This design comes from an exercise in tuning for small area and a short achievable clock period on the open sky130 flow, not from production work. Function was not checked in any run shown here: the RTL went through the layout flow alone. Power figures rest on the tool's default switching activity, not on a simulated workload.

==> design.v <==
package fpu_pkg;
	typedef struct packed {
		logic                  sign;
		logic [8-1:0] exp;
		logic [23-1:0] man;    
	} fpu_float_t;
	typedef struct packed {
		logic [5:0] op1;    
		logic [4:0] fmt;    
		logic [5:0] op2;    
	} fpu_instr_t;
	typedef enum logic [2:0] {
		OP_ADD,
		OP_SUB,
		OP_ABS,
		OP_NEG,
		OP_FTOI,
		OP_ITOF,
		OP_INVALID
	} fpu_op_t;
	typedef struct packed {
		logic [32-1:0] value;
		logic [4-1:0]  exc;    
	} fpu_res_t;
endpackage
`timescale 1ns/1ps
`default_nettype none
module fpu_lzc #(
	parameter int LOG = 6
) (
	input  logic [(1<<LOG)-1:0] value,
	output logic [LOG-1:0]      count
);
	localparam int N = 1 << LOG;
	logic [N-1:0]   v [LOG+1];
	logic [LOG-1:0] c [LOG+1][N];
	genvar l, j;
	generate
		for (j = 0; j < N; j++) begin : g_leaf
			assign v[0][j] = value[N-1-j];
			assign c[0][j] = '0;
		end
		for (l = 1; l <= LOG; l++) begin : g_lvl
			for (j = 0; j < (N >> l); j++) begin : g_node
				assign v[l][j] = v[l-1][2*j] | v[l-1][2*j+1];
				if (l == 1) begin : g_first
					assign c[l][j] = LOG'(~v[0][2*j]);
				end else begin : g_rest
					assign c[l][j] = v[l-1][2*j] ? LOG'(c[l-1][2*j][l-2:0])
					                             : LOG'({1'b1, c[l-1][2*j+1][l-2:0]});
				end
			end
			for (j = (N >> l); j < N; j++) begin : g_pad
				assign v[l][j] = 1'b0;
				assign c[l][j] = '0;
			end
		end
	endgenerate
	assign count = c[LOG][0];
endmodule
`default_nettype wire
`default_nettype none
module fpu_pfx_add #(
	parameter int W = 32
) (
	input  logic [W-1:0] x,
	input  logic [W-1:0] y,
	input  logic         cin,
	output logic [W:0]   s
);
	localparam int N = W + 1;
	localparam int L = $clog2(N);
	logic [N-1:0] g [L+1];
	logic [N-1:0] p [L+1];
	always_comb begin
		g[0] = {x & y, cin};
		p[0] = {x ^ y, 1'b0};
		for (int l = 0; l < L; l++) begin
			for (int i = 0; i < N; i++) begin
				if (((i >> l) & 1) != 0) begin
					g[l+1][i] = g[l][i] | (p[l][i] & g[l][((i >> l) << l) - 1]);
					p[l+1][i] = p[l][i] & p[l][((i >> l) << l) - 1];
				end else begin
					g[l+1][i] = g[l][i];
					p[l+1][i] = p[l][i];
				end
			end
		end
	end
	assign s = {1'b0, x ^ y} ^ g[L];
endmodule
`default_nettype wire
`timescale 1ns/1ps
`default_nettype none
module fpu_addsub (
	input  fpu_pkg::fpu_instr_t        instr,
	input  fpu_pkg::fpu_float_t        a,
	input  fpu_pkg::fpu_float_t        b,
	output logic [34:0]                s,           
	output logic [8-1:0]      e_w,         
	output logic                       sign,        
	output logic                       float_sel,   
	output logic                       addsub,
	output logic                       eff_sub,     
	output logic                       spec,        
	output logic                       qnan,        
	output logic                       ftoi_ovf,
	output logic                       ftoi_nan,
	output logic                       invalid
);
	localparam int EW = 8;
	localparam int MW = 23;
	wire cop1   = (instr.op1 == 6'b010001);
	wire fmt_s  = (instr.fmt == 5'b10000);
	wire op_as  = cop1 && fmt_s && (instr.op2[5:1] == 5'd0);
	wire op_abs = cop1 && fmt_s && (instr.op2 == 6'b000101);
	wire op_neg = cop1 && fmt_s && (instr.op2 == 6'b000111);
	wire op_f2i = cop1 && (instr.fmt == 5'b00000) && (instr.op2 == 6'b000000);
	wire op_i2f = cop1 && (instr.fmt == 5'b00100) && (instr.op2 == 6'b000000);
	wire a_ez   = (a.exp == '0);
	wire b_ez   = (b.exp == '0);
	wire a_spec = &a.exp;
	wire b_spec = &b.exp;
	wire a_nan  = a_spec && (a.man != '0);
	wire b_nan  = b_spec && (b.man != '0);
	wire [MW:0]   a_m = {!a_ez, a.man};
	wire [MW:0]   b_m = {!b_ez, b.man};
	wire [EW-1:0] a_e = {a.exp[EW-1:1], a.exp[0] | a_ez};
	wire [EW-1:0] b_e = {b.exp[EW-1:1], b.exp[0] | b_ez};
	wire b_sign = b.sign ^ instr.op2[0];
	wire es     = a.sign ^ b_sign;
	logic [23:0] mge_s;
	fpu_pfx_add #(.W(23)) u_cmp (
		.x  (a.man),
		.y  (~b.man),
		.cin(1'b1),
		.s  (mge_s)
	);
	wire sp     = a_spec || b_spec;
	wire f_big  = (a.exp > 8'd158) || ((a.exp == 8'd158) && !(a.sign && (a.man == '0)));
	wire f_ok   = !f_big;
	wire [EW:0]   d_ab = {1'b0, a.exp} - {1'b0, b.exp};
	wire [EW-1:0] d_ba = b.exp - a.exp;
	wire [EW-1:0] d_f  = 8'd158 - a.exp;
	wire [EW-1:0] d    = op_f2i ? d_f : d_ab[EW] ? d_ba : d_ab[EW-1:0];
	wire          a_ge = !d_ab[EW] && ((d_ab[EW-1:0] != '0) || mge_s[23]);
	wire w_a    = a_ge && !b_nan;    
	wire sel_lb = op_as && !sp && w_a;
	wire sel_la = (op_as && !sp && !w_a) || (op_f2i && f_ok);
	wire lo_ez  = sel_lb ? (b_ez & !a_ez) : (a_ez & !b_ez & !op_f2i);
	wire [MW:0] m_l0 = sel_lb ? b_m : (sel_la ? a_m : '0);
	wire [MW:0] m_l  = lo_ez ? {m_l0[MW-1:0], 1'b0} : m_l0;
	wire [32:0] f = (d[7:6] != 2'b00) ? 33'd0 : ({m_l, 9'b0} >> d[5:0]);
	logic [MW:0] m_or [6];
	logic        st;
	always_comb begin
		m_or[0] = m_l;
		for (int l = 0; l < 5; l++)
			for (int i = 0; i <= MW; i++)
				m_or[l+1][i] = m_or[l][i] |
				               ((((i >> l) & 1) != 0) ? m_or[l][((i >> l) << l) - 1] : 1'b0);
		st = 1'b0;
		for (int i = 10; i < 34; i++)
			if (d == EW'(i))
				st = m_or[5][i-10];
		if (d >= 8'd34)
			st = m_or[5][MW];
	end
	wire [MW:0]  m_w = w_a ? a_m : b_m;
	wire [31:0]  x1n = {op_neg & ~a.sign, a.exp, a.man};
	wire [33:0]  x   = (op_abs | op_neg) ? {x1n, 2'b00} :
	                   op_as ? {m_w, 10'b0} : 34'd0;
	wire [33:0]  y   = {f, st} | (op_i2f ? {b, 2'b00} : 34'd0);
	wire sub = (op_as && !sp && es) || (op_f2i && a.sign) || (op_i2f && b.sign);
	wire [33:0] yx  = {y[33:1] ^ {33{sub}}, op_f2i | (y[0] ^ sub)};
	wire        y34 = sub && !op_i2f;
	wire        cin = sub || op_f2i;
	logic [35:0] s_full;
	fpu_pfx_add #(.W(35)) u_add (
		.x  ({1'b0, x}),
		.y  ({y34, yx}),
		.cin(cin),
		.s  (s_full)
	);
	assign s = s_full[34:0];
	assign e_w       = op_as ? (w_a ? a_e : b_e) : 8'd158;
	assign float_sel = op_as | op_i2f;
	assign addsub    = op_as;
	assign eff_sub   = op_as & es;
	assign spec      = op_as & sp;
	wire w_sign  = a_ge ? a.sign : b_sign;
	wire sp_sign = (a_spec && !b_spec) ? a.sign :
	               (!a_spec && b_spec) ? b_sign :
	               b_nan ? b.sign :
	               a_nan ? a.sign :
	               (es | a.sign);
	assign sign = op_as ? (sp ? sp_sign : w_sign) : b.sign;
	assign qnan = op_as & (a_nan | b_nan | (a_spec & b_spec & es));
	assign ftoi_nan = op_f2i & a_nan;
	assign ftoi_ovf = op_f2i & !a_nan & f_big;
	assign invalid  = !(op_as | op_abs | op_neg | op_f2i | op_i2f);
endmodule
`default_nettype wire
`timescale 1ns/1ps
`default_nettype none
module fpu_convert (
	input  logic [34:0]           s,
	input  logic [8-1:0] e_w,
	input  logic                  sign,
	input  logic                  float_sel,
	input  logic                  addsub,
	input  logic                  eff_sub,
	input  logic                  spec,
	input  logic                  qnan,
	input  logic                  ftoi_ovf,
	input  logic                  ftoi_nan,
	input  logic                  invalid,
	output fpu_pkg::fpu_res_t     result
);
	localparam int EW = 8;
	localparam int MW = 23;
	logic [34:0] mark;
	always_comb begin
		for (int i = 0; i < 35; i++)
			mark[i] = (e_w == EW'(34 - i));
	end
	logic [5:0] lz;
	fpu_lzc #(
		.LOG(6)
	) u_lzc (
		.value({s | mark, 1'b1, 28'd0}),
		.count(lz)
	);
	wire [34:0]   n    = s << lz;
	wire [MW:0]   m    = n[34:11];
	wire          g    = n[10];
	wire          st   = |n[9:0];
	wire          rnd  = g & (m[0] | st);
	logic [MW+1:0] m_r;
	fpu_pfx_add #(.W(MW+1)) u_rnd (
		.x  (m),
		.y  ('0),
		.cin(rnd),
		.s  (m_r)
	);
	wire [EW:0]   e0   = {1'b0, e_w} + 9'd1 - {3'b0, lz};
	wire [EW:0]   e1   = e0 + 9'd1;
	wire          cy   = m_r[MW+1];
	wire [EW-1:0] e_r  = cy ? e1[EW-1:0] : e0[EW-1:0];
	wire          big  = e0[EW] | (&e0[EW-1:0]);
	wire          ovf  = big | (cy & (e0 == 9'd254));
	wire          hid  = m_r[MW+1] | m_r[MW];
	wire          zero = (s == '0);
	wire          sgn  = sign & !(eff_sub & zero);
	wire [EW-1:0] f_exp = big ? 8'hff : (hid ? e_r : 8'd0);
	wire [MW-1:0] f_man = (big & !spec) ? 23'd0 : {m_r[MW-1] | qnan, m_r[MW-2:0]};
	wire [31:0]   f_val = {sgn, f_exp, f_man};
	assign result.value = float_sel ? f_val : s[33:2];
	assign result.exc   = {invalid, 1'b0, ftoi_nan, ftoi_ovf | (addsub & !spec & ovf)};
endmodule
`default_nettype wire
`timescale 1ns/1ps
`default_nettype none
module fpu_issue (
	input  logic                  clk,
	input  logic                  arst_n,
	input  logic                  issue,
	input  logic [34:0]           s_d,
	input  logic [8-1:0] e_d,
	input  logic [8:0]            f_d,
	output logic [34:0]           s_q,
	output logic [8-1:0] e_q,
	output logic [8:0]            f_q,
	output logic                  done
);
	always_ff @(posedge clk) begin
		s_q <= s_d;
		e_q <= e_d;
		f_q <= f_d;
	end
	always_ff @(posedge clk or negedge arst_n) begin
		if (!arst_n)
			done <= 1'b0;
		else
			done <= issue;
	end
endmodule
`default_nettype wire
`timescale 1ns/1ps
`default_nettype none
module fpu_top (
	input  logic                   clk,
	input  logic                   arst_n,
	input  logic                   issue,
	input  fpu_pkg::fpu_instr_t    instr,
	input  logic [32-1:0] x1,
	input  logic [32-1:0] x2,
	output fpu_pkg::fpu_res_t      result,
	output logic                   done
);
	logic [34:0]           s_d, s_q;
	logic [8-1:0] e_d, e_q;
	logic [8:0]            f_d, f_q;
	fpu_addsub u_addsub (
		.instr    (instr),
		.a        (x1),
		.b        (x2),
		.s        (s_d),
		.e_w      (e_d),
		.sign     (f_d[0]),
		.float_sel(f_d[1]),
		.addsub   (f_d[2]),
		.eff_sub  (f_d[3]),
		.spec     (f_d[4]),
		.qnan     (f_d[5]),
		.ftoi_ovf (f_d[6]),
		.ftoi_nan (f_d[7]),
		.invalid  (f_d[8])
	);
	fpu_issue u_issue (
		.clk   (clk),
		.arst_n(arst_n),
		.issue (issue),
		.s_d   (s_d),
		.e_d   (e_d),
		.f_d   (f_d),
		.s_q   (s_q),
		.e_q   (e_q),
		.f_q   (f_q),
		.done  (done)
	);
	fpu_convert u_convert (
		.s        (s_q),
		.e_w      (e_q),
		.sign     (f_q[0]),
		.float_sel(f_q[1]),
		.addsub   (f_q[2]),
		.eff_sub  (f_q[3]),
		.spec     (f_q[4]),
		.qnan     (f_q[5]),
		.ftoi_ovf (f_q[6]),
		.ftoi_nan (f_q[7]),
		.invalid  (f_q[8]),
		.result   (result)
	);
endmodule
`default_nettype wire
==> flow/run.sh <==
#!/bin/bash
# The standard layout (standard.sh, standard synthesis unchanged) with two changes to how
# the layout is optimised: the port buffers are a stronger buffer cell, and the resizer's
# repair_timing aims for extra setup slack so it works on the critical paths even though
# the 19 ns clock is met anyway. Each tool's output goes to the ORFS logs; make's output to
# standard.log.
set -e
bash standard.sh finish SETUP_SLACK_MARGIN=8 "BUFFER_PORTS_ARGS=-buffer_cell sky130_fd_sc_hd__buf_2" > standard.log 2>&1
==> standard.sh <==
#!/bin/bash
# synth_recipe.tcl (not shown) runs the flow's synth.tcl, then flattens the netlist and writes it again
# the make line also repeats each setting of config.mk as NAME=value (left out here)
make -C /OpenROAD-flow-scripts/flow DESIGN_CONFIG=/design/flow/config.mk WORK_HOME=/design/flow/orfs CLKGATE_MAP_FILE= SYNTH_SCRIPT=/design/flow/synth_recipe.tcl "${@:-finish}"
==> config.mk <==
export PLATFORM = sky130hd
export DESIGN_NAME = fpu_top
export DESIGN_NICKNAME = fpu_top
export VERILOG_FILES = /design/flow/design.v
export SDC_FILE = /design/flow/constraint.sdc
export NUM_CORES = 4
export LEC_CHECK = 0
export ABC_AREA = 1
export CAP_MARGIN = 50
export CORE_MARGIN = 2
export CORE_UTILIZATION = 50
export PLACE_DENSITY = 0.65
export SLEW_MARGIN = 70
==> constraint.sdc <==
create_clock -name core_clock -period 19.0 [get_ports {clk}]
set_input_delay 3.8000 -clock core_clock [delete_from_list [all_inputs] [get_ports {clk}]]
set_output_delay 3.8000 -clock core_clock [all_outputs]
set_load 0.01 [all_outputs]
==> parameters.txt, run 1 <==
Parameter                              Value

Drt
  Number of DRC violations after detailed routing ... 0
  Total number of vias ... 16500
  DRT antenna net count ... 0
  Vias per Instance ... 5.77
  Wirelength, routed ... 51.8 mm
  Detailed-router iteration count before antenna repair ... 6
  DR iter-0 viols ... 1742
  Routed length per instance ... 18.1 µm

GRT
  Global route total overflow ... 0
  Via count of the first global-routing pass ... 15000
  Total routing resource utilization after global routing ... 0.362
  Maximum number of pins on one net before global-route repair ... 65
  Global-route wire length before repair ... 81.2 mm
  Initial antenna violation count ... 1

Worst setup path
  Most frequent cell on the critical path ... sky130_fd_sc_hd__nand2_1
  Number of buffer and inverter stages on the critical path ... 8
  Arrival time reported for the critical path endpoint ... 10.68 ns
  Endpoint kind of the worst setup timing path ... flop
  Levels on crit path ... 43
  Required @ worst endpoint ... 19.19 ns
  Worst setup path class ... primary input to flop
  Worst-path fanout max ... 61
  Crit-path leading delay family ... compound AO/OA/AOI/OAI gates
  Delay of the slowest cell on the worst path ... 0.42 ns
  Crit-path slowest cell ... sky130_fd_sc_hd__fa_1
  CP Launch Type ... primary input

Power and ir drop
  Power Dens Cells ... 147 mW/mm²
  Static Leak ... 8.02 nW
  Total power ... 0.00212 W
  Worst VDD drop ... 0.218 mV

Placement
  Post-DP HPWL ... 42.9 mm
  Count of input and output buffers ... 119
  Final weighted congestion of routability-driven global placement ... 1.06
  Placed Instance Area ... 0.0142 mm²

Floorplanning
  Vert. Die Dim ... 167 µm
  Area inside the core boundary ... 0.0261 mm²
  Die outline width ... 167 µm
  Die footprint ... 0.0278 mm²
  Standard-cell rows ... 59
  Count of boundary I/O pins ... 121
  Initial core utilization ... 0.509

STA
  Worst hold slack after final layout ... 3.26 ns
  Final critical-path share of the clock period ... 0.552
  Number of hold violations in the final report ... 0
  Final setup fails ... 0
  Post-route minimum period ... 10.49 ns
  Peak Freq ... 95.3 MHz
  Setup tns final ... 0 ns
  Unrepaired setup endpoints after global routing ... no
  Max-slew violation total from the final report ... 0

Final layout
  Synth-to-Final Area Change ... 8.87%
  Final instance area ... 0.0144 mm²
  Commonest non-fill, non-tap cell in the layout ... sky130_fd_sc_hd__nand2_1
  Share of post-route cells with drive strength above 1 ... 0.113
  Antenna fix cells ... 0
  Filler cell count in the final layout ... 2798
  Commonest cells after routing, fill and taps aside ... 823 x sky130_fd_sc_hd__nand2_1, 303 x sky130_fd_sc_hd__inv_1, 195 x sky130_fd_sc_hd__nand3_1, 178 x sky130_fd_sc_hd__nor2_1, 165 x sky130_fd_sc_hd__o21ai_0
  Count of nets after finishing ... 2715

Clocking
  Clock sinks ... 53
  Cell chosen for the clock root ... sky130_fd_sc_hd__clkbuf_16
  Buffer levels on the longest clock path ... 2
  Number of clock buffers inserted by TritonCTS ... 5
  CTS HTree Levels ... 2
  Clock tree from TritonCTS ... built
  Clk slew on worst S/H paths ... 0.07 ns

Synth
  Flip-flop and latch count after synthesis ... 53
  Number of distinct library cells after synthesis ... 74
  EDFF count, synth ... 0
  Post-synthesis area per instance ... 5.40 µm²
  Warnings from Yosys ... 16
  Synth Cell Area ... 0.0133 mm²
  Sequential share of the synthesized area ... 0.0804
  Cells after synthesis ... 2457
  Dominant synthesized flop cell ... sky130_fd_sc_hd__dfxtp_1
  Share of flip-flops with an asynchronous set or reset after synthesis ... 0.0189
  Synthesized net count ... 2645

Min path
  Class of the tightest hold or removal check ... primary input to async pin

Flow run
  # Max-Cap Violations ... 0

Outcome
  Status ... complete, no violations
what timing repair did:
item,in CTS,in global routing
hold buffers,0,0
setup buffers,0,1
resized for setup,0,7
setup endpoints to repair,0,2
cell families (layout without fill, tap and decap cells):
logic type | count (synthesis) | after routing | synth area share
fa+ha+maj | 104 | 104 | 0.102
flops | 53 | 53 | 0.0804
compound gates | 441 | 441 | 0.189
simple gates | 1351 | 1351 | 0.442
buf+inv | 421 | 492 | 0.130
other cells | 1 | 1 | 0.000283
mux | 5 | 5 | 0.00377
xor+xnor | 81 | 81 | 0.0535
worst max-delay path by stage:
stage	startpoint	to
final	x1[23]	u_issue.s_q[32]$_DFF_P_
after global routing	x1[23]	u_issue.s_q[32]$_DFF_P_
after CTS	x1[23]	u_issue.s_q[32]$_DFF_P_
after detailed placement	x1[23]	u_issue.s_q[32]$_DFF_P_
after global placement	x1[23]	u_issue.s_q[32]$_DFF_P_
after floorplan	x1[23]	u_issue.s_q[32]$_DFF_P_
flip-flops by register name, indices dropped and copies added (netlist names):
name / cells
u_issue.done: 1
u_issue.e_q: 8
u_issue.s_q: 35
u_issue.f_q: 9
per-stage QoR:
step,setup WS (ns),std cells,util
after floorplan,9.78,2457,-
after global placement,8.04,2844,0.537
after detailed placement,8.23,2854,0.545
after CTS,8.54,2862,0.551
after global routing,8.01,2863,0.554
final,8.51,2863,0.554
layer usage:
layer / GRT usage / up-vias / routed length, µm
met2: 0.608 / 850 / 23300
met3: 0.0290 / 162 / 4070
met4: 0.178 / 2 / 2860
met1: 0.468 / 7364 / 21500
li1: - / 8137 / -
met5: 0 / - / 13
synthesized netlist by cell type (all sizes together) (18+ instances only):
cell | number | area [µm²]
xor2 | 63 | 552
buf | 41 | 284
nor2 | 199 | 871
a21oi | 118 | 591
xnor2 | 18 | 158
ha | 97 | 1210
o22ai | 31 | 200
nor3 | 35 | 191
inv | 322 | 1210
nand3 | 205 | 1070
dfxtp | 52 | 1040
nand2 | 837 | 3190
nand4 | 41 | 272
clkbuf | 48 | 180
o21ai | 227 | 1170
area by class of cell:
| cell class | instances | area [µm²] | share of cell area |
|---|---|---|---|
| flip-flops and latches | 53 | 1070 | 0.0738 |
| clock buffers | 5 | 125 | 0.00866 |
| multi-input cells | 1983 | 10700 | 0.741 |
| inverters | 332 | 1270 | 0.0877 |
| well taps | 335 | 419 | 0.0290 |
| clock inverters | 3 | 28.8 | 0.00199 |
| repair buffers | 152 | 832 | 0.0576 |
report_power, final:
| part | total (W) | internal [W] | switching, W |
|---|---|---|---|
| registers | 0.000126 | 0.000118 | 0.00000776 |
| clock network | 0.0000920 | 0.0000504 | 0.0000416 |
| logic | 0.00190 | 0.000590 | 0.00131 |
| total | 0.00212 | 0.000758 | 0.00136 |
==> run 2: changes to the inputs <==
--- a/design.v
+++ b/design.v
@@ -233,3 +233,9 @@
 	);
-	wire [34:0]   n    = s << lz;
+	logic [34:0] n;
+	always_comb begin
+		n = s;
+		for (int k = 5; k >= 0; k--)
+			if (lz[k])
+				n = n << (1 << k);
+	end
 	wire [MW:0]   m    = n[34:11];
==> flow/run.sh (replaced) <==
#!/bin/bash
# Layout flow: the standard layout (standard.sh, with its standard synthesis unchanged)
# with two changes to how the layout is optimised, none to the constraints:
#  - every port still gets a buffer, but a sky130_fd_sc_hd__buf_2 rather than the default
#    cell buffer_ports picks;
#  - the resizer's repair_timing aims for 8 ns of setup slack, so it works on the
#    critical paths although the 19 ns clock is met anyway.
# make's output goes to standard.log; each ORFS step's tool log is copied to tool_logs/.
set -e
bash standard.sh finish SETUP_SLACK_MARGIN=8 "BUFFER_PORTS_ARGS=-buffer_cell sky130_fd_sc_hd__buf_2" > standard.log 2>&1
mkdir -p tool_logs
cp orfs/logs/*/*/*/*.log tool_logs/ 2>/dev/null || true
==> parameters.txt, run 2 <==
Parameter                              Value

Outcome
  Status ... complete, no violations

Flow run
  # Max-Cap Violations ... 0

Placement
  Post-DP HPWL ... 40.4 mm
  Count of input and output buffers ... 119
  Inst Count DP ... 2624
  Final weighted congestion of routability-driven global placement ... 1.10

Synth
  Flip-flop and latch count after synthesis ... 53
  Cells after synthesis ... 2239
  Post-synthesis area per instance ... 5.59 µm²
  Area share of the leading cell type in the synthesized netlist ... 0.193
  Cell types with the highest counts after synthesis ... 645 x sky130_fd_sc_hd__nand2_1, 308 x sky130_fd_sc_hd__inv_1, 212 x sky130_fd_sc_hd__nor2_1
  Sequential share of the synthesized area ... 0.0852
  Dominant synthesized flop cell ... sky130_fd_sc_hd__dfxtp_1
  Number of distinct library cells after synthesis ... 70
  Synth Cell Area ... 0.0125 mm²
  EDFF count, synth ... 0
  Dominant cell type by area after synthesis ... sky130_fd_sc_hd__nand2_1
  Main area contributors after synthesis ... sky130_fd_sc_hd__nand2_1 19%, sky130_fd_sc_hd__ha_1 9.7%, sky130_fd_sc_hd__inv_1 9.2%, sky130_fd_sc_hd__dfxtp_1 8.3%, sky130_fd_sc_hd__o21ai_0 6.9%
  Share of flip-flops with an asynchronous set or reset after synthesis ... 0.0189
  Warnings from Yosys ... 16
  Synthesized net count ... 2427
  Leading cell type by number of instances after synthesis ... sky130_fd_sc_hd__nand2_1

Worst setup path
  Endpoint kind of the worst setup timing path ... output pin
  CP Launch Type ... flop
  Most frequent cell on the critical path ... sky130_fd_sc_hd__inv_1
  Arrival time reported for the critical path endpoint ... 6.62 ns
  Worst setup path class ... flop to output pin
  Required @ worst endpoint ... 15.20 ns
  Worst-path fanout max ... 26
  Crit-path slowest cell ... sky130_fd_sc_hd__fa_1
  Delay of the slowest cell on the worst path ... 0.41 ns

STA
  Setup tns final ... 0 ns
  Number of hold violations in the final report ... 0
  Post-route minimum period ... 10.42 ns
  Final critical-path share of the clock period ... 0.549
  Unrepaired setup endpoints after global routing ... yes
  Final setup fails ... 0
  Max-slew violation total from the final report ... 0
  Peak Freq ... 95.9 MHz
  Worst hold slack after final layout ... 3.26 ns

Drt
  DRT antenna net count ... 0
  DR iter-0 viols ... 1316
  Routed length per instance ... 18.5 µm
  Wirelength, routed ... 48.8 mm
  Vias per Instance ... 5.82
  Detailed-router iteration count before antenna repair ... 6
  Number of DRC violations after detailed routing ... 0
  Total number of vias ... 15300

Clocking
  Clock sinks ... 53
  Number of buffers inserted by hold repair at cts ... 0
  Clk slew on worst S/H paths ... 0.07 ns
  Cell chosen for the clock root ... sky130_fd_sc_hd__clkbuf_16
  Number of clock buffers inserted by TritonCTS ... 5
  Clock tree from TritonCTS ... built
  CTS HTree Levels ... 2
  Buffer levels on the longest clock path ... 2

GRT
  Via count of the first global-routing pass ... 14100
  Total routing resource utilization after global routing ... 0.360
  Maximum number of pins on one net before global-route repair ... 58
  Global-route wire length before repair ... 74.7 mm
  Global route total overflow ... 0
  Initial antenna violation count ... 1

Final layout
  Non-filler instance count after layout ... 2636
  Count of nets after finishing ... 2499
  Share of post-route cells with drive strength above 1 ... 0.108
  Synth-to-Final Area Change ... 8.84%
  Commonest non-fill, non-tap cell in the layout ... sky130_fd_sc_hd__nand2_1
  Largest reg by FF count ... u_issue.s_q
  Commonest cells after routing, fill and taps aside ... 642 x sky130_fd_sc_hd__nand2_1, 302 x sky130_fd_sc_hd__inv_1, 211 x sky130_fd_sc_hd__nor2_1, 162 x sky130_fd_sc_hd__o21ai_0, 122 x sky130_fd_sc_hd__buf_2
  Combined flip-flop and latch cell area ... 0.00107 mm²
  Filler cell count in the final layout ... 2635
  Antenna fix cells ... 0
  Multi-input combinational cell area ... 0.00992 mm²
  Finished Core Util ... 0.557
  Number of flip-flops in the largest register ... 35
  Regs by FF count ... u_issue.s_q (35), u_issue.f_q (9), u_issue.e_q (8)

Min path
  Class of the tightest hold or removal check ... primary input to async pin

Floorplanning
  Standard-cell rows ... 57
  Initial core utilization ... 0.512
  Die outline width ... 162 µm
  Count of boundary I/O pins ... 121
  Die footprint ... 0.0263 mm²
  Vert. Die Dim ... 162 µm
  Area inside the core boundary ... 0.0245 mm²

Power and ir drop
  Worst VDD drop ... 0.196 mV
  Static Leak ... 7.15 nW
  Power Dens Cells ... 123 mW/mm²
-- run 2: cell types whose count changed after synthesis, moves of 7 or more --
cell                       change
sky130_fd_sc_hd__nand3_1      -91
sky130_fd_sc_hd__o211ai_1     +16
sky130_fd_sc_hd__nand2_1     -179
sky130_fd_sc_hd__o21ai_1      +42
sky130_fd_sc_hd__clkbuf_1      -9
sky130_fd_sc_hd__nor3_1       -15
sky130_fd_sc_hd__a31oi_1       +7
sky130_fd_sc_hd__a21oi_1      -25
sky130_fd_sc_hd__nor2_1       +32
sky130_fd_sc_hd__mux2i_1      +11
sky130_fd_sc_hd__o21ai_0      -15
sky130_fd_sc_hd__nand4_1      -10
sky130_fd_sc_hd__a22oi_1       +8
-- run 2: logic make-up after synthesis --
family | Yosys count | synth area share
and+or+nand+nor | 1078 | 0.367
AOI/OAI and AO/OA | 497 | 0.235
buffers and inverters | 409 | 0.134
adders and majority gates | 104 | 0.108
xor gates and xnor gates | 80 | 0.0560
DFF | 53 | 0.0852
muxes | 17 | 0.0146
other | 1 | 0.000300
-- run 2: path summary, 6_finish.rpt --
path / startpoint / endpoint / slack [ns] / cells past startpoint
max: u_issue.e_q[6]$_SDFF_PN0_ / result[14] / 8.58 / 35
min: arst_n / u_issue.done$_DFF_PN0_ / 3.26 / 1
max in group asynchronous: arst_n / u_issue.done$_DFF_PN0_ / 15.66 / 1
min in group core_clock: issue / u_issue.done$_DFF_PN0_ / 3.60 / 1
-- run 2: repair_timing --
action / 4_1_cts / 5_1_grt
endpoints found under the setup margin: 0 / 19
setup buffers: 0 / 2
gates resized for setup: 0 / 14
-- run 2: routing by layer --
metal | track usage | vias to the layer above | wire length, µm
met3 | 0.0347 | 151 | 3620
li1 | - | 7510 | -
met5 | 0 | - | 11
met4 | 0.197 | 2 | 2790
met2 | 0.602 | 796 | 22000
met1 | 0.456 | 6889 | 20400
-- run 2: power breakdown --
part / leakage, nW / switching, W / internal, W
Sequential: 0.433 / 0.00000587 / 0.000119
Clock: 0.0735 / 0.0000389 / 0.0000528
Combinational: 6.64 / 0.000973 / 0.000490
Total: 7.15 / 0.00102 / 0.000661
-- run 2: area by class of cell --
cell class                 count  area share
inverter                     327      0.0915
clock inverter                 2     0.00119
timing repair buffer         147      0.0608
sequential                    53      0.0782
multi-input combinational   1777       0.728
tap                          324      0.0298
clock buffer                   6      0.0102
-- run 2: critical path: cells and delay by family, from the launching register on --
family          cells  cell delay (ns)
compound gates      5             1.14
simple gates       13             1.77
flops               1             0.32
xor+xnor            1             0.31
buf+inv            12             1.75
fa+ha+maj           4             0.98
-- run 2: per-stage QoR --
| stage | cell area [µm²] | setup WS [ns] | power [W] |
|---|---|---|---|
| 3_5_place_dp | 13300 | 8.08 | 0.00153 |
| 6_report | 13600 | 8.58 | 0.00168 |
| 5_1_grt | 13600 | 7.97 | 0.00185 |
| 2_1_floorplan | 12500 | 9.42 | 0.00128 |
| 4_1_cts | 13500 | 8.21 | 0.00163 |
| 3_3_place_gp | 13200 | 7.75 | 0.00150 |
==> run 3: changes to the inputs <==
--- a/flow/run.sh
+++ b/flow/run.sh
@@ -5,3 +5,3 @@
 #    cell buffer_ports picks;
-#  - the resizer's repair_timing aims for 8 ns of setup slack, so it works on the
+#  - the resizer's repair_timing aims for 8.5 ns of setup slack, so it works on the
 #    critical paths although the 19 ns clock is met anyway.
@@ -9,3 +9,3 @@
 set -e
-bash standard.sh finish SETUP_SLACK_MARGIN=8 "BUFFER_PORTS_ARGS=-buffer_cell sky130_fd_sc_hd__buf_2" > standard.log 2>&1
+bash standard.sh finish SETUP_SLACK_MARGIN=8.5 "BUFFER_PORTS_ARGS=-buffer_cell sky130_fd_sc_hd__buf_2" > standard.log 2>&1
 mkdir -p tool_logs
==> parameters.txt, run 3 <==
Parameter                              Value

Outcome
  Status ... complete, no violations

Worst setup path
  Delay of the slowest cell on the worst path ... 0.42 ns
  Required @ worst endpoint ... 19.18 ns
  Arrival time reported for the critical path endpoint ... 10.32 ns
  Levels on crit path ... 42
  Worst setup path class ... primary input to flop
  Endpoint kind of the worst setup timing path ... flop
  Most frequent cell on the critical path ... sky130_fd_sc_hd__nand2_1
  Number of buffer and inverter stages on the critical path ... 8
  Worst-path fanout max ... 29
  Crit-path slowest cell ... sky130_fd_sc_hd__fa_1
  CP Launch Type ... primary input
  Crit-path leading delay family ... compound AO/OA/AOI/OAI gates

Placement
  Inst Count DP ... 2624
  Post-DP HPWL ... 40.4 mm
  Count of input and output buffers ... 119
  Final weighted congestion of routability-driven global placement ... 1.10

GRT
  Via count of the first global-routing pass ... 14100
  Global-route wire length before repair ... 75.3 mm
  Total routing resource utilization after global routing ... 0.363
  Maximum number of pins on one net before global-route repair ... 58
  Initial antenna violation count ... 1
  Global route total overflow ... 0

STA
  Post-route minimum period ... 10.14 ns
  Final setup fails ... 0
  Peak Freq ... 98.6 MHz
  Max-slew violation total from the final report ... 0
  Setup tns final ... 0 ns
  Unrepaired setup endpoints after global routing ... yes
  Pin slew with the least headroom to its limit ... 0.657 ns
  Final critical-path share of the clock period ... 0.534
  Worst slew margin ... 0.562
  Number of hold violations in the final report ... 0

Synth
  Main area contributors after synthesis ... sky130_fd_sc_hd__nand2_1 19%, sky130_fd_sc_hd__ha_1 9.7%, sky130_fd_sc_hd__inv_1 9.2%, sky130_fd_sc_hd__dfxtp_1 8.3%, sky130_fd_sc_hd__o21ai_0 6.9%
  Sequential share of the synthesized area ... 0.0852
  Warnings from Yosys ... 16
  Cells after synthesis ... 2239
  EDFF count, synth ... 0
  Dominant synthesized flop cell ... sky130_fd_sc_hd__dfxtp_1
  Leading cell type by number of instances after synthesis ... sky130_fd_sc_hd__nand2_1
  Flip-flop and latch count after synthesis ... 53
  Number of distinct library cells after synthesis ... 70
  Cell types with the highest counts after synthesis ... 645 x sky130_fd_sc_hd__nand2_1, 308 x sky130_fd_sc_hd__inv_1, 212 x sky130_fd_sc_hd__nor2_1
  Post-synthesis area per instance ... 5.59 µm²
  Share of flip-flops with an asynchronous set or reset after synthesis ... 0.0189
  Synthesized net count ... 2427
  Synth Cell Area ... 0.0125 mm²
  Area share of the leading cell type in the synthesized netlist ... 0.193
  Dominant cell type by area after synthesis ... sky130_fd_sc_hd__nand2_1

Drt
  DRT antenna net count ... 0
  Vias per Instance ... 5.83
  Total number of vias ... 15400
  Detailed-router iteration count before antenna repair ... 5
  Routed length per instance ... 18.8 µm
  Number of DRC violations after detailed routing ... 0
  DR iter-0 viols ... 1435
  Wirelength, routed ... 49.9 mm

Min path
  Class of the tightest hold or removal check ... primary input to async pin

Final layout
  Antenna fix cells ... 0
  Commonest non-fill, non-tap cell in the layout ... sky130_fd_sc_hd__nand2_1
  Number of flip-flops in the largest register ... 35
  Commonest cells after routing, fill and taps aside ... 640 x sky130_fd_sc_hd__nand2_1, 301 x sky130_fd_sc_hd__inv_1, 201 x sky130_fd_sc_hd__nor2_1, 158 x sky130_fd_sc_hd__o21ai_0, 121 x sky130_fd_sc_hd__buf_2
  Count of nets after finishing ... 2511
  Regs by FF count ... u_issue.s_q (35), u_issue.f_q (9), u_issue.e_q (8)
  Synth-to-Final Area Change ... 11.0%
  Share of post-route cells with drive strength above 1 ... 0.123
  Largest reg by FF count ... u_issue.s_q
  Non-filler instance count after layout ... 2648

Floorplanning
  Initial core utilization ... 0.512
  Die outline width ... 162 µm
  Vert. Die Dim ... 162 µm
  Count of boundary I/O pins ... 121
  Standard-cell rows ... 57
  Die footprint ... 0.0263 mm²
  Area inside the core boundary ... 0.0245 mm²

Clocking
  Cell chosen for the clock root ... sky130_fd_sc_hd__clkbuf_16
  Number of buffers inserted by hold repair at cts ... 0
  Clk slew on worst S/H paths ... 0.07 ns
  Number of clock buffers inserted by TritonCTS ... 5
  Clock sinks ... 53
  Clock tree from TritonCTS ... built
  Buffer levels on the longest clock path ... 2
  CTS HTree Levels ... 2

Power and ir drop
  Static Leak ... 7.27 nW
  Worst VDD drop ... 0.197 mV
  Power Dens Cells ... 123 mW/mm²

Flow run
  # Max-Cap Violations ... 0
## run 3: changes by cell type in the layout (fill, tap and decap cells not counted), moves of 3 or more
cell	change
sky130_fd_sc_hd__buf_4	+8
sky130_fd_sc_hd__nand2_4	+3
sky130_fd_sc_hd__nor2_1	-10
sky130_fd_sc_hd__nor2_2	+9
sky130_fd_sc_hd__o21ai_0	-4
sky130_fd_sc_hd__o21ai_1	+3
sky130_fd_sc_hd__o22ai_1	-5
sky130_fd_sc_hd__o22ai_2	+5
## run 3: through the flow
stage	cell area [µm²]	hold slack [ns]	setup WS, ns	total power, W	util
final	13900	3.26	8.86	0.00171	0.568
after global routing	13900	3.24	8.41	0.00188	0.568
after CTS	13500	3.25	8.53	0.00163	0.553
after detailed placement	13300	3.58	8.08	0.00153	0.545
after global placement	13200	3.57	7.75	0.00150	0.540
after floorplan	12500	3.50	9.42	0.00128	-
## run 3: where the power goes
group | total (W) | internal [W] | switching, W
Clock | 0.0000917 | 0.0000528 | 0.0000389
Combinational | 0.00150 | 0.000502 | 0.000994
Sequential | 0.000125 | 0.000119 | 0.00000590
## run 3: final timing paths
path	start	endpoint	slack, ns
setup / recovery	x1[23]	u_issue.s_q[32]$_DFF_P_	8.86
min in group core_clock	issue	u_issue.done$_DFF_PN0_	3.60
hold / removal	arst_n	u_issue.done$_DFF_PN0_	3.26
max in group asynchronous	arst_n	u_issue.done$_DFF_PN0_	15.66
## run 3: final cells by class
type / instances / area (µm²)
Inverter: 327 / 1260
Tap cell: 324 / 405
Clock buffer: 6 / 139
Sequential cell: 53 / 1070
Fill cell: 2610 / 10600
Clock inverter: 2 / 16.3
Multi-Input combinational cell: 1779 / 10100
Timing Repair Buffer: 157 / 943
## run 3: cells by family after synthesis
logic type / count (synthesis) / share of synthesized area
xor gates and xnor gates: 80 / 0.0560
buffers and inverters: 409 / 0.134
AOI/OAI and AO/OA: 497 / 0.235
muxes: 17 / 0.0146
DFF: 53 / 0.0852
adders and majority gates: 104 / 0.108
and+or+nand+nor: 1078 / 0.367
other: 1 / 0.000300
## run 3: metal layers
| layer | global-route usage | up-vias | share of wire |
|---|---|---|---|
| li1 | - | 7547 | - |
| met1 | 0.459 | 6981 | 0.41 |
| met2 | 0.606 | 751 | 0.45 |
| met3 | 0.0355 | 158 | 0.077 |
| met4 | 0.202 | 2 | 0.061 |
| met5 | 0 | - | 0.00022 |
## run 3: repair_timing
item | CTS | global route
setup endpoints to repair | 8 | 55
resized for setup | 6 | 51
pin swaps | 1 | 9
gates cloned | 1 | 3
setup buffers | 0 | 11
==> run 4: changes to the inputs <==
--- a/design.v
+++ b/design.v
@@ -131,6 +131,6 @@
 	wire es     = a.sign ^ b_sign;
-	logic [23:0] mge_s;
-	fpu_pfx_add #(.W(23)) u_cmp (
-		.x  (a.man),
-		.y  (~b.man),
+	logic [24:0] mge_s;
+	fpu_pfx_add #(.W(24)) u_cmp (
+		.x  (a_m),
+		.y  (~b_m),
 		.cin(1'b1),
@@ -141,7 +141,13 @@
 	wire f_ok   = !f_big;
-	wire [EW:0]   d_ab = {1'b0, a.exp} - {1'b0, b.exp};
-	wire [EW-1:0] d_ba = b.exp - a.exp;
-	wire [EW-1:0] d_f  = 8'd158 - a.exp;
+	wire [EW-1:0] h_ab0 = {1'b0, a.exp[EW-1:1]} - {1'b0, b.exp[EW-1:1]};
+	wire [EW-1:0] h_ab1 = h_ab0 - 8'd1;
+	wire [EW-1:0] h_ba0 = {1'b0, b.exp[EW-1:1]} - {1'b0, a.exp[EW-1:1]};
+	wire [EW-1:0] h_ba1 = h_ba0 - 8'd1;
+	wire          a0    = a_e[0];
+	wire          b0    = b_e[0];
+	wire [EW:0]   d_ab  = {(!a0 && b0) ? h_ab1 : h_ab0, a0 ^ b0};
+	wire [EW-1:0] d_ba  = {(a0 && !b0) ? h_ba1[EW-2:0] : h_ba0[EW-2:0], a0 ^ b0};
+	wire [EW-1:0] d_f   = 8'd158 - a.exp;    
 	wire [EW-1:0] d    = op_f2i ? d_f : d_ab[EW] ? d_ba : d_ab[EW-1:0];
-	wire          a_ge = !d_ab[EW] && ((d_ab[EW-1:0] != '0) || mge_s[23]);
+	wire          a_ge = !d_ab[EW] && ((d_ab[EW-1:0] != '0) || mge_s[24]);
 	wire w_a    = a_ge && !b_nan;    
@@ -149,5 +155,3 @@
 	wire sel_la = (op_as && !sp && !w_a) || (op_f2i && f_ok);
-	wire lo_ez  = sel_lb ? (b_ez & !a_ez) : (a_ez & !b_ez & !op_f2i);
-	wire [MW:0] m_l0 = sel_lb ? b_m : (sel_la ? a_m : '0);
-	wire [MW:0] m_l  = lo_ez ? {m_l0[MW-1:0], 1'b0} : m_l0;
+	wire [MW:0] m_l = sel_lb ? b_m : (sel_la ? a_m : '0);
 	wire [32:0] f = (d[7:6] != 2'b00) ? 33'd0 : ({m_l, 9'b0} >> d[5:0]);
--- a/flow/run.sh
+++ b/flow/run.sh
@@ -5,3 +5,3 @@
 #    cell buffer_ports picks;
-#  - the resizer's repair_timing aims for 8.5 ns of setup slack, so it works on the
+#  - the resizer's repair_timing aims for 8 ns of setup slack, so it works on the
 #    critical paths although the 19 ns clock is met anyway.
@@ -9,3 +9,3 @@
 set -e
-bash standard.sh finish SETUP_SLACK_MARGIN=8.5 "BUFFER_PORTS_ARGS=-buffer_cell sky130_fd_sc_hd__buf_2" > standard.log 2>&1
+bash standard.sh finish SETUP_SLACK_MARGIN=8 "BUFFER_PORTS_ARGS=-buffer_cell sky130_fd_sc_hd__buf_2" > standard.log 2>&1
 mkdir -p tool_logs
==> parameters.txt, run 4 <==
Parameter                              Value

Power and ir drop
  Power share of the clock group ... 0.064
  Net switching power ... 0.000864 W
  Worst VDD drop ... 0.166 mV
  Total power ... 0.00142 W
  Cell internal pwr ... 0.000560 W
  Proportion of power drawn by flip-flops and latches ... 0.086
  Proportion of power drawn by combinational gates ... 0.851
  Static Leak ... 7.16 nW
  Power Dens Cells ... 103 mW/mm²
  Fraction of power spent switching nets ... 0.607

Synth
  Synth Cell Area ... 0.0124 mm²
  EDFF count, synth ... 0
  Cell types with the highest counts after synthesis ... 592 x sky130_fd_sc_hd__nand2_1, 287 x sky130_fd_sc_hd__inv_1, 193 x sky130_fd_sc_hd__nor2_1
  Warnings from Yosys ... 13
  Synthesized net count ... 2399
  Flip-flop and latch count after synthesis ... 53
  Main area contributors after synthesis ... sky130_fd_sc_hd__nand2_1 18%, sky130_fd_sc_hd__ha_1 10%, sky130_fd_sc_hd__inv_1 8.7%, sky130_fd_sc_hd__dfxtp_1 8.4%, sky130_fd_sc_hd__o21ai_0 6.8%
  Number of distinct library cells after synthesis ... 70
  Leading cell type by number of instances after synthesis ... sky130_fd_sc_hd__nand2_1
  Sequential share of the synthesized area ... 0.0860
  Post-synthesis area per instance ... 5.61 µm²
  Dominant synthesized flop cell ... sky130_fd_sc_hd__dfxtp_1
  Share of flip-flops with an asynchronous set or reset after synthesis ... 0.0189
  Area share of the leading cell type in the synthesized netlist ... 0.179
  Cells after synthesis ... 2209
  Dominant cell type by area after synthesis ... sky130_fd_sc_hd__nand2_1

Clocking
  Clk slew on worst S/H paths ... 0.07 ns
  Number of buffers inserted by hold repair at cts ... 0
  Number of clock buffers inserted by TritonCTS ... 5
  Cell chosen for the clock root ... sky130_fd_sc_hd__clkbuf_16
  Buffer levels on the longest clock path ... 2
  CTS HTree Levels ... 2
  Clock tree from TritonCTS ... built
  Clock sinks ... 53

Final layout
  Synth-to-Final Area Change ... 11.5%
  Regs by FF count ... u_issue.s_q (35), u_issue.f_q (9), u_issue.e_q (8)
  Non-filler instance count after layout ... 2620
  Largest reg by FF count ... u_issue.s_q
  Share of post-route cells with drive strength above 1 ... 0.141
  Commonest cells after routing, fill and taps aside ... 590 x sky130_fd_sc_hd__nand2_1, 279 x sky130_fd_sc_hd__inv_1, 185 x sky130_fd_sc_hd__nor2_1, 159 x sky130_fd_sc_hd__o21ai_0, 121 x sky130_fd_sc_hd__buf_2
  Commonest non-fill, non-tap cell in the layout ... sky130_fd_sc_hd__nand2_1
  Finished Core Util ... 0.568
  Antenna fix cells ... 0
  Count of nets after finishing ... 2485
  Number of flip-flops in the largest register ... 35

GRT
  Maximum number of pins on one net before global-route repair ... 62
  Global route total overflow ... 0
  Initial antenna violation count ... 0
  Total routing resource utilization after global routing ... 0.367
  Global-route wire length before repair ... 76.6 mm
  Via count of the first global-routing pass ... 14500

STA
  Final critical-path share of the clock period ... 0.553
  Worst hold slack after final layout ... 3.26 ns
  Peak Freq ... 95.1 MHz
  Post-route minimum period ... 10.51 ns
  Number of hold violations in the final report ... 0
  Final setup fails ... 0
  Unrepaired setup endpoints after global routing ... no
  Setup tns final ... 0 ns
  Max-slew violation total from the final report ... 0

Floorplanning
  Vert. Die Dim ... 161 µm
  Count of boundary I/O pins ... 121
  Die footprint ... 0.0261 mm²
  Die outline width ... 161 µm
  Initial core utilization ... 0.510
  Area inside the core boundary ... 0.0243 mm²
  Standard-cell rows ... 57

Placement
  Post-DP HPWL ... 40.7 mm
  Count of input and output buffers ... 119
  Inst Count DP ... 2596
  Final weighted congestion of routability-driven global placement ... 1.03

Worst setup path
  Number of buffer and inverter stages on the critical path ... 12
  Endpoint kind of the worst setup timing path ... output pin
  Levels on crit path ... 35
  Crit-path slowest cell ... sky130_fd_sc_hd__fa_1
  Startpoint of the most critical setup path ... u_issue.e_q[6]$_SDFF_PN0_
  Required @ worst endpoint ... 15.20 ns
  Arrival time reported for the critical path endpoint ... 6.71 ns
  Delay of the slowest cell on the worst path ... 0.40 ns
  Worst setup path class ... flop to output pin
  Worst-path fanout max ... 26
  Most frequent cell on the critical path ... sky130_fd_sc_hd__nor2_1
  CP Launch Type ... flop
  Crit-path leading delay family ... simple AND/OR/NAND/NOR gates
  Critical Path End ... result[10]

Flow run
  # Max-Cap Violations ... 0

Min path
  Class of the tightest hold or removal check ... primary input to async pin

Drt
  Vias per Instance ... 5.92
  Total number of vias ... 15500
  DR iter-0 viols ... 1724
  Detailed-router iteration count before antenna repair ... 6
  Routed length per instance ... 19.1 µm
  Number of DRC violations after detailed routing ... 0
  Wirelength, routed ... 50.0 mm
  DRT antenna net count ... 0

Outcome
  Status ... complete, no violations
[run 4: changes by cell type in the layout (fill, tap and decap cells not counted), moves of 6 or more]
cell | before | now
sky130_fd_sc_hd__inv_1 | 301 | 279
sky130_fd_sc_hd__a21oi_1 | 90 | 100
sky130_fd_sc_hd__o211ai_1 | 29 | 20
sky130_fd_sc_hd__nor2_2 | 13 | 20
sky130_fd_sc_hd__nor3_1 | 17 | 31
sky130_fd_sc_hd__inv_2 | 14 | 28
sky130_fd_sc_hd__o22ai_1 | 26 | 41
sky130_fd_sc_hd__o221ai_1 | 12 | 3
sky130_fd_sc_hd__nor4_2 | 1 | 9
sky130_fd_sc_hd__nand2_1 | 640 | 590
sky130_fd_sc_hd__nor2_1 | 201 | 185
sky130_fd_sc_hd__a31oi_1 | 8 | 14
sky130_fd_sc_hd__nand3_1 | 105 | 115
[run 4: kinds of logic (layout without fill, tap and decap cells)]
family          after synthesis  after routing  synth area share
mux                          11             11           0.00888
other cells                   1              1          0.000303
fa+ha+maj                   106            106             0.111
simple gates               1056           1056             0.373
flops                        53             53            0.0860
xor+xnor                     78             78            0.0551
buf+inv                     395            482             0.127
compound gates              509            509             0.238
[run 4: how the worst min path moves through the flow]
stage | to | from | depth (start not counted) | slack (ns)
floorplan | u_issue.done$_DFF_PN0_ | arst_n | 0 | 3.50
global placement | u_issue.done$_DFF_PN0_ | arst_n | 1 | 3.57
detailed placement | u_issue.done$_DFF_PN0_ | arst_n | 1 | 3.58
CTS | u_issue.done$_DFF_PN0_ | arst_n | 1 | 3.26
global route | u_issue.done$_DFF_PN0_ | arst_n | 1 | 3.25
finish | u_issue.done$_DFF_PN0_ | arst_n | 1 | 3.26
[run 4: layout make-up]
| type | instances | area [µm²] |
|---|---|---|
| fill | 2588 | 10500 |
| multi-input combinational | 1761 | 10100 |
| inverter | 321 | 1230 |
| sequential | 53 | 1070 |
| timing repair buffer | 153 | 896 |
| tap | 324 | 405 |
| clock buffer | 5 | 125 |
| clock inverter | 3 | 28.8 |
[run 4: layer usage]
metal | GRT usage | up-vias | wire, µm
met1 | 0.469 | 7071 | 20500
met4 | 0.163 | 0 | 2420
met5 | 0 | - | 0
met2 | 0.634 | 783 | 23200
met3 | 0.0257 | 147 | 3830
li1 | - | 7518 | -
[run 4: repair_timing]
action | in CTS | in global routing
endpoints found under the hold margin | 0 | 0
endpoints found under the setup margin | 0 | 17
resized for setup | 0 | 45
buffers inserted | 0 | 13
[run 4: stage by stage]
step	worst slack (ns)	area (µm²)
2_1_floorplan	9.25	12400
5_1_grt	7.97	13800
6_report	8.49	13800
3_5_place_dp	7.81	13300
4_1_cts	8.08	13400
3_3_place_gp	7.88	13100
[run 4: power groups by stage]
stage / Clock (W) / Combinational [W] / Sequential, W
global placement: 0 / 0.00112 / 0.000124
finish: 0.0000906 / 0.00121 / 0.000122
detailed placement: 0 / 0.00116 / 0.000124
CTS: 0.0000920 / 0.00116 / 0.000122
global route: 0.0000964 / 0.00135 / 0.000122
floorplan: 0 / 0.000924 / 0.000122
==> run 5: changes to the inputs <==
--- a/design.v
+++ b/design.v
@@ -99,3 +99,3 @@
 	output logic [34:0]                s,           
-	output logic [8-1:0]      e_w,         
+	output logic [8:0]        e_w1,        
 	output logic                       sign,        
@@ -189,3 +189,4 @@
 	assign s = s_full[34:0];
-	assign e_w       = op_as ? (w_a ? a_e : b_e) : 8'd158;
+	wire [EW-1:0] e_w = op_as ? (w_a ? a_e : b_e) : 8'd158;
+	assign e_w1      = {1'b0, e_w} + 9'd1;
 	assign float_sel = op_as | op_i2f;
@@ -211,3 +212,3 @@
 	input  logic [34:0]           s,
-	input  logic [8-1:0] e_w,
+	input  logic [8:0]   e_w1,
 	input  logic                  sign,
@@ -228,3 +229,3 @@
 		for (int i = 0; i < 35; i++)
-			mark[i] = (e_w == EW'(34 - i));
+			mark[i] = (e_w1 == 9'(35 - i));
 	end
@@ -255,3 +256,3 @@
 	);
-	wire [EW:0]   e0   = {1'b0, e_w} + 9'd1 - {3'b0, lz};
+	wire [EW:0]   e0   = e_w1 - {3'b0, lz};
 	wire [EW:0]   e1   = e0 + 9'd1;
@@ -278,6 +279,6 @@
 	input  logic [34:0]           s_d,
-	input  logic [8-1:0] e_d,
+	input  logic [8:0]   e_d,
 	input  logic [8:0]            f_d,
 	output logic [34:0]           s_q,
-	output logic [8-1:0] e_q,
+	output logic [8:0]   e_q,
 	output logic [8:0]            f_q,
@@ -311,3 +312,3 @@
 	logic [34:0]           s_d, s_q;
-	logic [8-1:0] e_d, e_q;
+	logic [8:0]   e_d, e_q;
 	logic [8:0]            f_d, f_q;
@@ -318,3 +319,3 @@
 		.s        (s_d),
-		.e_w      (e_d),
+		.e_w1     (e_d),
 		.sign     (f_d[0]),
@@ -343,3 +344,3 @@
 		.s        (s_q),
-		.e_w      (e_q),
+		.e_w1     (e_q),
 		.sign     (f_q[0]),
==> parameters.txt, run 5 <==
Parameter                              Value

Synth
  Leading cell type by number of instances after synthesis ... sky130_fd_sc_hd__nand2_1
  Cell types with the highest counts after synthesis ... 540 x sky130_fd_sc_hd__nand2_1, 290 x sky130_fd_sc_hd__inv_1, 202 x sky130_fd_sc_hd__nor2_1
  EDFF count, synth ... 0
  Warnings from Yosys ... 13
  Flip-flop and latch count after synthesis ... 54
  Synthesized net count ... 2386
  Dominant synthesized flop cell ... sky130_fd_sc_hd__dfxtp_1
  Dominant cell type by area after synthesis ... sky130_fd_sc_hd__nand2_1
  Cells after synthesis ... 2203
  Area share of the leading cell type in the synthesized netlist ... 0.160
  Sequential share of the synthesized area ... 0.0859
  Number of distinct library cells after synthesis ... 82
  Post-synthesis area per instance ... 5.74 µm²
  Share of flip-flops with an asynchronous set or reset after synthesis ... 0.0185
  Synth Cell Area ... 0.0126 mm²
  Main area contributors after synthesis ... sky130_fd_sc_hd__nand2_1 16%, sky130_fd_sc_hd__ha_1 9.1%, sky130_fd_sc_hd__inv_1 8.6%, sky130_fd_sc_hd__dfxtp_1 8.4%, sky130_fd_sc_hd__o21ai_0 7.2%

Floorplanning
  Initial core utilization ... 0.505
  Die footprint ... 0.0266 mm²
  Count of boundary I/O pins ... 121
  Standard-cell rows ... 58
  Area inside the core boundary ... 0.0250 mm²
  Die outline width ... 163 µm
  Vert. Die Dim ... 163 µm

Power and ir drop
  Power Dens Cells ... 113 mW/mm²
  Worst VDD drop ... 0.125 mV
  Static Leak ... 7.05 nW

Final layout
  Filler cell count in the final layout ... 2684
  Synth-to-Final Area Change ... 9.12%
  Count of nets after finishing ... 2460
  Regs by FF count ... u_issue.s_q (35), u_issue.e_q (9), u_issue.f_q (9)
  Commonest non-fill, non-tap cell in the layout ... sky130_fd_sc_hd__nand2_1
  Number of flip-flops in the largest register ... 35
  Commonest cells after routing, fill and taps aside ... 538 x sky130_fd_sc_hd__nand2_1, 284 x sky130_fd_sc_hd__inv_1, 197 x sky130_fd_sc_hd__nor2_1, 169 x sky130_fd_sc_hd__o21ai_0, 119 x sky130_fd_sc_hd__buf_2
  Finished Core Util ... 0.551
  Share of post-route cells with drive strength above 1 ... 0.144
  Non-filler instance count after layout ... 2608
  Antenna fix cells ... 0
  Largest reg by FF count ... u_issue.s_q

Placement
  Placement Setup Slack ... 7.45 ns
  Post-DP HPWL ... 41.9 mm
  Final weighted congestion of routability-driven global placement ... 1.04
  Inst Count DP ... 2593
  Count of input and output buffers ... 119

Drt
  Detailed-router iteration count before antenna repair ... 6
  Total number of vias ... 15300
  Wirelength, routed ... 50.7 mm
  Number of DRC violations after detailed routing ... 0
  DR iter-0 viols ... 1387
  DRT antenna net count ... 0
  Vias per Instance ... 5.87
  Routed length per instance ... 19.4 µm

Outcome
  Status ... complete, no violations

GRT
  Global-route wire length before repair ... 77.2 mm
  Via count of the first global-routing pass ... 14400
  Initial antenna violation count ... 0
  Total routing resource utilization after global routing ... 0.371
  Global route total overflow ... 0
  Maximum number of pins on one net before global-route repair ... 65

Worst setup path
  Crit-path slowest cell ... sky130_fd_sc_hd__fa_1
  Endpoint kind of the worst setup timing path ... flop
  Most frequent cell on the critical path ... sky130_fd_sc_hd__nor2_1
  Worst-path fanout max ... 32
  Required @ worst endpoint ... 19.19 ns
  Worst setup path class ... primary input to flop
  Delay of the slowest cell on the worst path ... 0.49 ns
  Arrival time reported for the critical path endpoint ... 10.72 ns
  Number of buffer and inverter stages on the critical path ... 7
  Crit-path leading delay family ... simple AND/OR/NAND/NOR gates
  CP Launch Type ... primary input

STA
  Peak Freq ... 94.9 MHz
  Number of hold violations in the final report ... 0
  Max-slew violation total from the final report ... 0
  Post-route minimum period ... 10.54 ns
  Worst hold slack after final layout ... 3.26 ns
  Setup tns final ... 0 ns
  Unrepaired setup endpoints after global routing ... no
  Final setup fails ... 0
  Setup ws final ... 8.46 ns
  Final critical-path share of the clock period ... 0.554

Flow run
  # Max-Cap Violations ... 0

Clocking
  Buffer levels on the longest clock path ... 2
  Clock sinks ... 54
  Number of clock buffers inserted by TritonCTS ... 5
  Clk slew on worst S/H paths ... 0.07 ns
  Clock tree from TritonCTS ... built
  Number of buffers inserted by hold repair at cts ... 0
  Cell chosen for the clock root ... sky130_fd_sc_hd__clkbuf_16
  CTS HTree Levels ... 2

Min path
  Class of the tightest hold or removal check ... primary input to async pin
==> run 5: timing repair <==
action | in CTS | in global routing
cloned | 0 | 1
pin swaps | 0 | 2
resized for setup | 4 | 18
buffers inserted | 0 | 5
setup endpoints to repair | 2 | 26
==> run 5: layer usage <==
layer | track usage | part of all wire | up-vias
li1 | - | - | 7443
met3 | 0.0559 | 0.084 | 172
met5 | 0 | 0 | -
met1 | 0.450 | 0.40 | 6966
met4 | 0.187 | 0.055 | 0
met2 | 0.639 | 0.46 | 733
==> run 5: layout make-up <==
cell class / count / area (µm²) / share of cell area
tap: 330 / 413 / 0.0299
timing repair buffer: 146 / 835 / 0.0605
sequential: 54 / 1090 / 0.0787
clock buffer: 5 / 125 / 0.00907
clock inverter: 3 / 28.8 / 0.00209
multi-input combinational: 1741 / 10100 / 0.729
inverter: 329 / 1250 / 0.0909
==> run 5: cells by family after synthesis <==
group	count (synthesis)	synth area share
muxes	9	0.00742
adders and majority gates	99	0.102
xor gates and xnor gates	94	0.0657
and+or+nand+nor	1018	0.359
other	1	0.000297
AOI/OAI and AO/OA	520	0.246
DFF	54	0.0859
buffers and inverters	408	0.134
==> run 5: how the worst max path moves through the flow <==
stage,from,end,slack (ns),depth (start not counted)
floorplan,x2[28],u_issue.s_q[32]$_DFF_P_,9.09,47
CTS,x1[24],u_issue.s_q[32]$_DFF_P_,8.02,46
global route,x2[29],u_issue.s_q[32]$_DFF_P_,7.94,50
finish,x1[24],u_issue.s_q[32]$_DFF_P_,8.46,46
global placement,x2[28],u_issue.s_q[32]$_DFF_P_,6.85,48
detailed placement,x2[28],u_issue.s_q[32]$_DFF_P_,7.45,49
==> run 5: stage by stage <==
stage,cell area (µm²),power (W)
6_report,13800,0.00155
5_1_grt,13800,0.00171
4_1_cts,13600,0.00152
3_5_place_dp,13400,0.00142
3_3_place_gp,13300,0.00139
2_1_floorplan,12600,0.00116
==> run 5: power breakdown <==
part	total [W]	switching (W)	internal (W)
logic	0.00133	0.000907	0.000423
registers	0.000130	0.00000886	0.000122
clock network	0.0000934	0.0000429	0.0000505
==> run 6: changes to the inputs <==
--- a/design.v
+++ b/design.v
@@ -141,11 +141,5 @@
 	wire f_ok   = !f_big;
-	wire [EW-1:0] h_ab0 = {1'b0, a.exp[EW-1:1]} - {1'b0, b.exp[EW-1:1]};
-	wire [EW-1:0] h_ab1 = h_ab0 - 8'd1;
-	wire [EW-1:0] h_ba0 = {1'b0, b.exp[EW-1:1]} - {1'b0, a.exp[EW-1:1]};
-	wire [EW-1:0] h_ba1 = h_ba0 - 8'd1;
-	wire          a0    = a_e[0];
-	wire          b0    = b_e[0];
-	wire [EW:0]   d_ab  = {(!a0 && b0) ? h_ab1 : h_ab0, a0 ^ b0};
-	wire [EW-1:0] d_ba  = {(a0 && !b0) ? h_ba1[EW-2:0] : h_ba0[EW-2:0], a0 ^ b0};
-	wire [EW-1:0] d_f   = 8'd158 - a.exp;    
+	wire [EW:0]   d_ab = {1'b0, a_e} - {1'b0, b_e};
+	wire [EW-1:0] d_ba = b_e - a_e;
+	wire [EW-1:0] d_f  = 8'd158 - a_e;
 	wire [EW-1:0] d    = op_f2i ? d_f : d_ab[EW] ? d_ba : d_ab[EW-1:0];
@@ -188,3 +182,3 @@
 	);
-	assign s = s_full[34:0];
+	assign s = {s_full[34:2], s_full[1] | s_full[0], 1'b0};    
 	wire [EW-1:0] e_w = op_as ? (w_a ? a_e : b_e) : 8'd158;
--- a/flow/run.sh
+++ b/flow/run.sh
@@ -5,3 +5,3 @@
 #    cell buffer_ports picks;
-#  - the resizer's repair_timing aims for 8 ns of setup slack, so it works on the
+#  - the resizer's repair_timing aims for 9 ns of setup slack, so it works on the
 #    critical paths although the 19 ns clock is met anyway.
==> parameters.txt, run 6 <==
Parameter                              Value

Outcome
  Status ... complete, no violations

Final layout
  Commonest non-fill, non-tap cell in the layout ... sky130_fd_sc_hd__nand2_1
  Antenna fix cells ... 0
  Largest reg by FF count ... u_issue.s_q
  Count of nets after finishing ... 2430
  Regs by FF count ... u_issue.s_q (34), u_issue.e_q (9), u_issue.f_q (9)
  Final instance area ... 0.0133 mm²
  Filler cell count in the final layout ... 2516
  Number of flip-flops in the largest register ... 34
  Commonest cells after routing, fill and taps aside ... 582 x sky130_fd_sc_hd__nand2_1, 325 x sky130_fd_sc_hd__inv_1, 187 x sky130_fd_sc_hd__nor2_1, 178 x sky130_fd_sc_hd__o21ai_0, 120 x sky130_fd_sc_hd__buf_2
  Multi-input combinational cell area ... 0.00942 mm²
  Synth-to-Final Area Change ... 11.2%
  Combined flip-flop and latch cell area ... 0.00107 mm²
  Share of post-route cells with drive strength above 1 ... 0.123

GRT
  Global-route wire length before repair ... 70.3 mm
  Global route total overflow ... 0
  Initial antenna violation count ... 0
  Total routing resource utilization after global routing ... 0.356
  Via count of the first global-routing pass ... 13500
  Maximum number of pins on one net before global-route repair ... 68

Power and ir drop
  Proportion of power drawn by combinational gates ... 0.820
  Cell internal pwr ... 0.000469 W
  Power share of the clock group ... 0.075
  Static Leak ... 6.84 nW
  Worst VDD drop ... 0.0959 mV
  Proportion of power drawn by flip-flops and latches ... 0.105
  Power Dens Cells ... 90.5 mW/mm²
  Fraction of power spent switching nets ... 0.610
  Net switching power ... 0.000733 W

Worst setup path
  Worst-path fanout max ... 34
  Required @ worst endpoint ... 19.18 ns
  Delay of the slowest cell on the worst path ... 0.40 ns
  Crit-path leading delay family ... simple AND/OR/NAND/NOR gates
  Number of buffer and inverter stages on the critical path ... 8
  Endpoint kind of the worst setup timing path ... flop
  Arrival time reported for the critical path endpoint ... 10.80 ns
  CP Launch Type ... primary input
  Worst setup path class ... primary input to flop
  Crit-path slowest cell ... sky130_fd_sc_hd__fa_1
  Most frequent cell on the critical path ... sky130_fd_sc_hd__nand2_1

Synth
  Dominant cell type by area after synthesis ... sky130_fd_sc_hd__nand2_1
  EDFF count, synth ... 0
  Area share of the leading cell type in the synthesized netlist ... 0.184
  Sequential share of the synthesized area ... 0.0893
  Share of flip-flops with an asynchronous set or reset after synthesis ... 0.0189
  Number of distinct library cells after synthesis ... 64
  Main area contributors after synthesis ... sky130_fd_sc_hd__nand2_1 18%, sky130_fd_sc_hd__inv_1 10%, sky130_fd_sc_hd__ha_1 9.2%, sky130_fd_sc_hd__dfxtp_1 8.7%, sky130_fd_sc_hd__o21ai_0 8.0%
  Cell types with the highest counts after synthesis ... 587 x sky130_fd_sc_hd__nand2_1, 333 x sky130_fd_sc_hd__inv_1, 193 x sky130_fd_sc_hd__nor2_1
  Flip-flop and latch count after synthesis ... 53
  Synth Cell Area ... 0.0119 mm²
  Leading cell type by number of instances after synthesis ... sky130_fd_sc_hd__nand2_1
  Synthesized net count ... 2346
  Post-synthesis area per instance ... 5.51 µm²
  Dominant synthesized flop cell ... sky130_fd_sc_hd__dfxtp_1
  Cells after synthesis ... 2167
  Warnings from Yosys ... 13

Placement
  Count of input and output buffers ... 119
  Final weighted congestion of routability-driven global placement ... 1.06
  Placed Instance Area ... 0.0128 mm²
  Post-DP HPWL ... 38.7 mm

Drt
  Wirelength, routed ... 46.4 mm
  Total number of vias ... 15000
  DR iter-0 viols ... 1462
  Routed length per instance ... 18.0 µm
  Detailed-router iteration count before antenna repair ... 7
  Number of DRC violations after detailed routing ... 0
  DRT antenna net count ... 0
  Vias per Instance ... 5.82

STA
  Final critical-path share of the clock period ... 0.559
  Number of hold violations in the final report ... 0
  Post-route minimum period ... 10.62 ns
  Max-slew violation total from the final report ... 0
  Unrepaired setup endpoints after global routing ... no
  Setup tns final ... 0 ns
  Peak Freq ... 94.2 MHz
  Final setup fails ... 0

Min path
  Class of the tightest hold or removal check ... primary input to async pin

Floorplanning
  Count of boundary I/O pins ... 121
  Vert. Die Dim ... 159 µm
  Die footprint ... 0.0251 mm²
  Initial core utilization ... 0.509
  Die outline width ... 159 µm
  Area inside the core boundary ... 0.0235 mm²
  Standard-cell rows ... 56

Clocking
  Buffer levels on the longest clock path ... 2
  Clock tree from TritonCTS ... built
  Cell chosen for the clock root ... sky130_fd_sc_hd__clkbuf_16
  CTS HTree Levels ... 2
  Clock sinks ... 53
  Clk slew on worst S/H paths ... 0.07 ns
  Number of clock buffers inserted by TritonCTS ... 5

Flow run
  # Max-Cap Violations ... 0
==> run 6: changes by cell type after synthesis, moves of 10 or more <==
cell / change
sky130_fd_sc_hd__nand3_1: -25
sky130_fd_sc_hd__o21ai_0: +10
sky130_fd_sc_hd__clkbuf_1: +15
sky130_fd_sc_hd__nand2_1: +47
sky130_fd_sc_hd__nand2_2: -25
sky130_fd_sc_hd__xnor2_1: -11
sky130_fd_sc_hd__a21oi_1: -12
sky130_fd_sc_hd__inv_1: +43
sky130_fd_sc_hd__nand4_1: +12
==> run 6: routing by layer <==
layer  wire [µm]  up-vias  track usage
met3        3890      168       0.0435
li1            -     7301            -
met4        2570        0        0.191
met1       19100     6683        0.450
met2       20900      821        0.591
met5           0        -            0
==> run 6: layout make-up <==
type                    count  share of cell area
clock inverters             3             0.00217
well taps                 319              0.0301
multi-input cells        1683               0.710
clock buffers               5             0.00942
flip-flops and latches     53              0.0806
repair buffers            153              0.0672
inverters                 355               0.101
==> run 6: cell families after synthesis <==
group	synth area share
AOI/OAI and AO/OA	0.248
xor gates and xnor gates	0.0601
adders and majority gates	0.104
buffers and inverters	0.141
DFF	0.0893
muxes	0.00168
other	0.000314
and+or+nand+nor	0.357
==> run 6: power groups by stage <==
stage / clock network [W] / registers, W / logic, W
finish: 0.0000902 / 0.000126 / 0.000986
detailed placement: 0 / 0.000128 / 0.000949
CTS: 0.0000922 / 0.000126 / 0.000951
global route: 0.0000965 / 0.000126 / 0.00109
floorplan: 0 / 0.000125 / 0.000724
global placement: 0 / 0.000128 / 0.000905
==> run 6: worst paths after layout <==
check | start | to | slack [ns] | cells past startpoint
worst max-delay path | x1[29] | u_issue.s_q[32]$_DFF_P_ | 8.38 | 43
worst min-delay path | arst_n | u_issue.done$_DFF_PN0_ | 3.27 | 1
max in group asynchronous | arst_n | u_issue.done$_DFF_PN0_ | 15.65 | 1
min in group core_clock | issue | u_issue.done$_DFF_PN0_ | 3.61 | 1
==> run 6: repair_timing <==
item                                    4_1_cts  5_1_grt
gates resized for setup                       2       29
hold buffers                                  0        0
cloned                                        0        1
pin swaps                                     0        4
setup buffers                                 0       11
endpoints found under the setup margin        2       28
==> run 6: per-stage QoR <==
| step | power, W | std cells | worst slack, ns | hold slack [ns] | util |
|---|---|---|---|---|---|
| final | 0.00120 | 2571 | 8.38 | 3.27 | 0.566 |
| after global routing | 0.00131 | 2571 | 7.94 | 3.26 | 0.566 |
| after CTS | 0.00117 | 2558 | 8.02 | 3.26 | 0.554 |
| after detailed placement | 0.00108 | 2550 | 7.49 | 3.58 | 0.547 |
| after global placement | 0.00103 | 2544 | 7.57 | 3.57 | 0.542 |
| after floorplan | 0.000849 | 2167 | 9.08 | 3.50 | - |

Setup slack of run 6, layout unchanged: 8.380 ns with ideal ports, 8.403 ns with driving cells assumed (clock clkbuf_16, inputs buf_2), 8.079 ns with port delays also shifted by the 0.324 ns mid clock arrival.
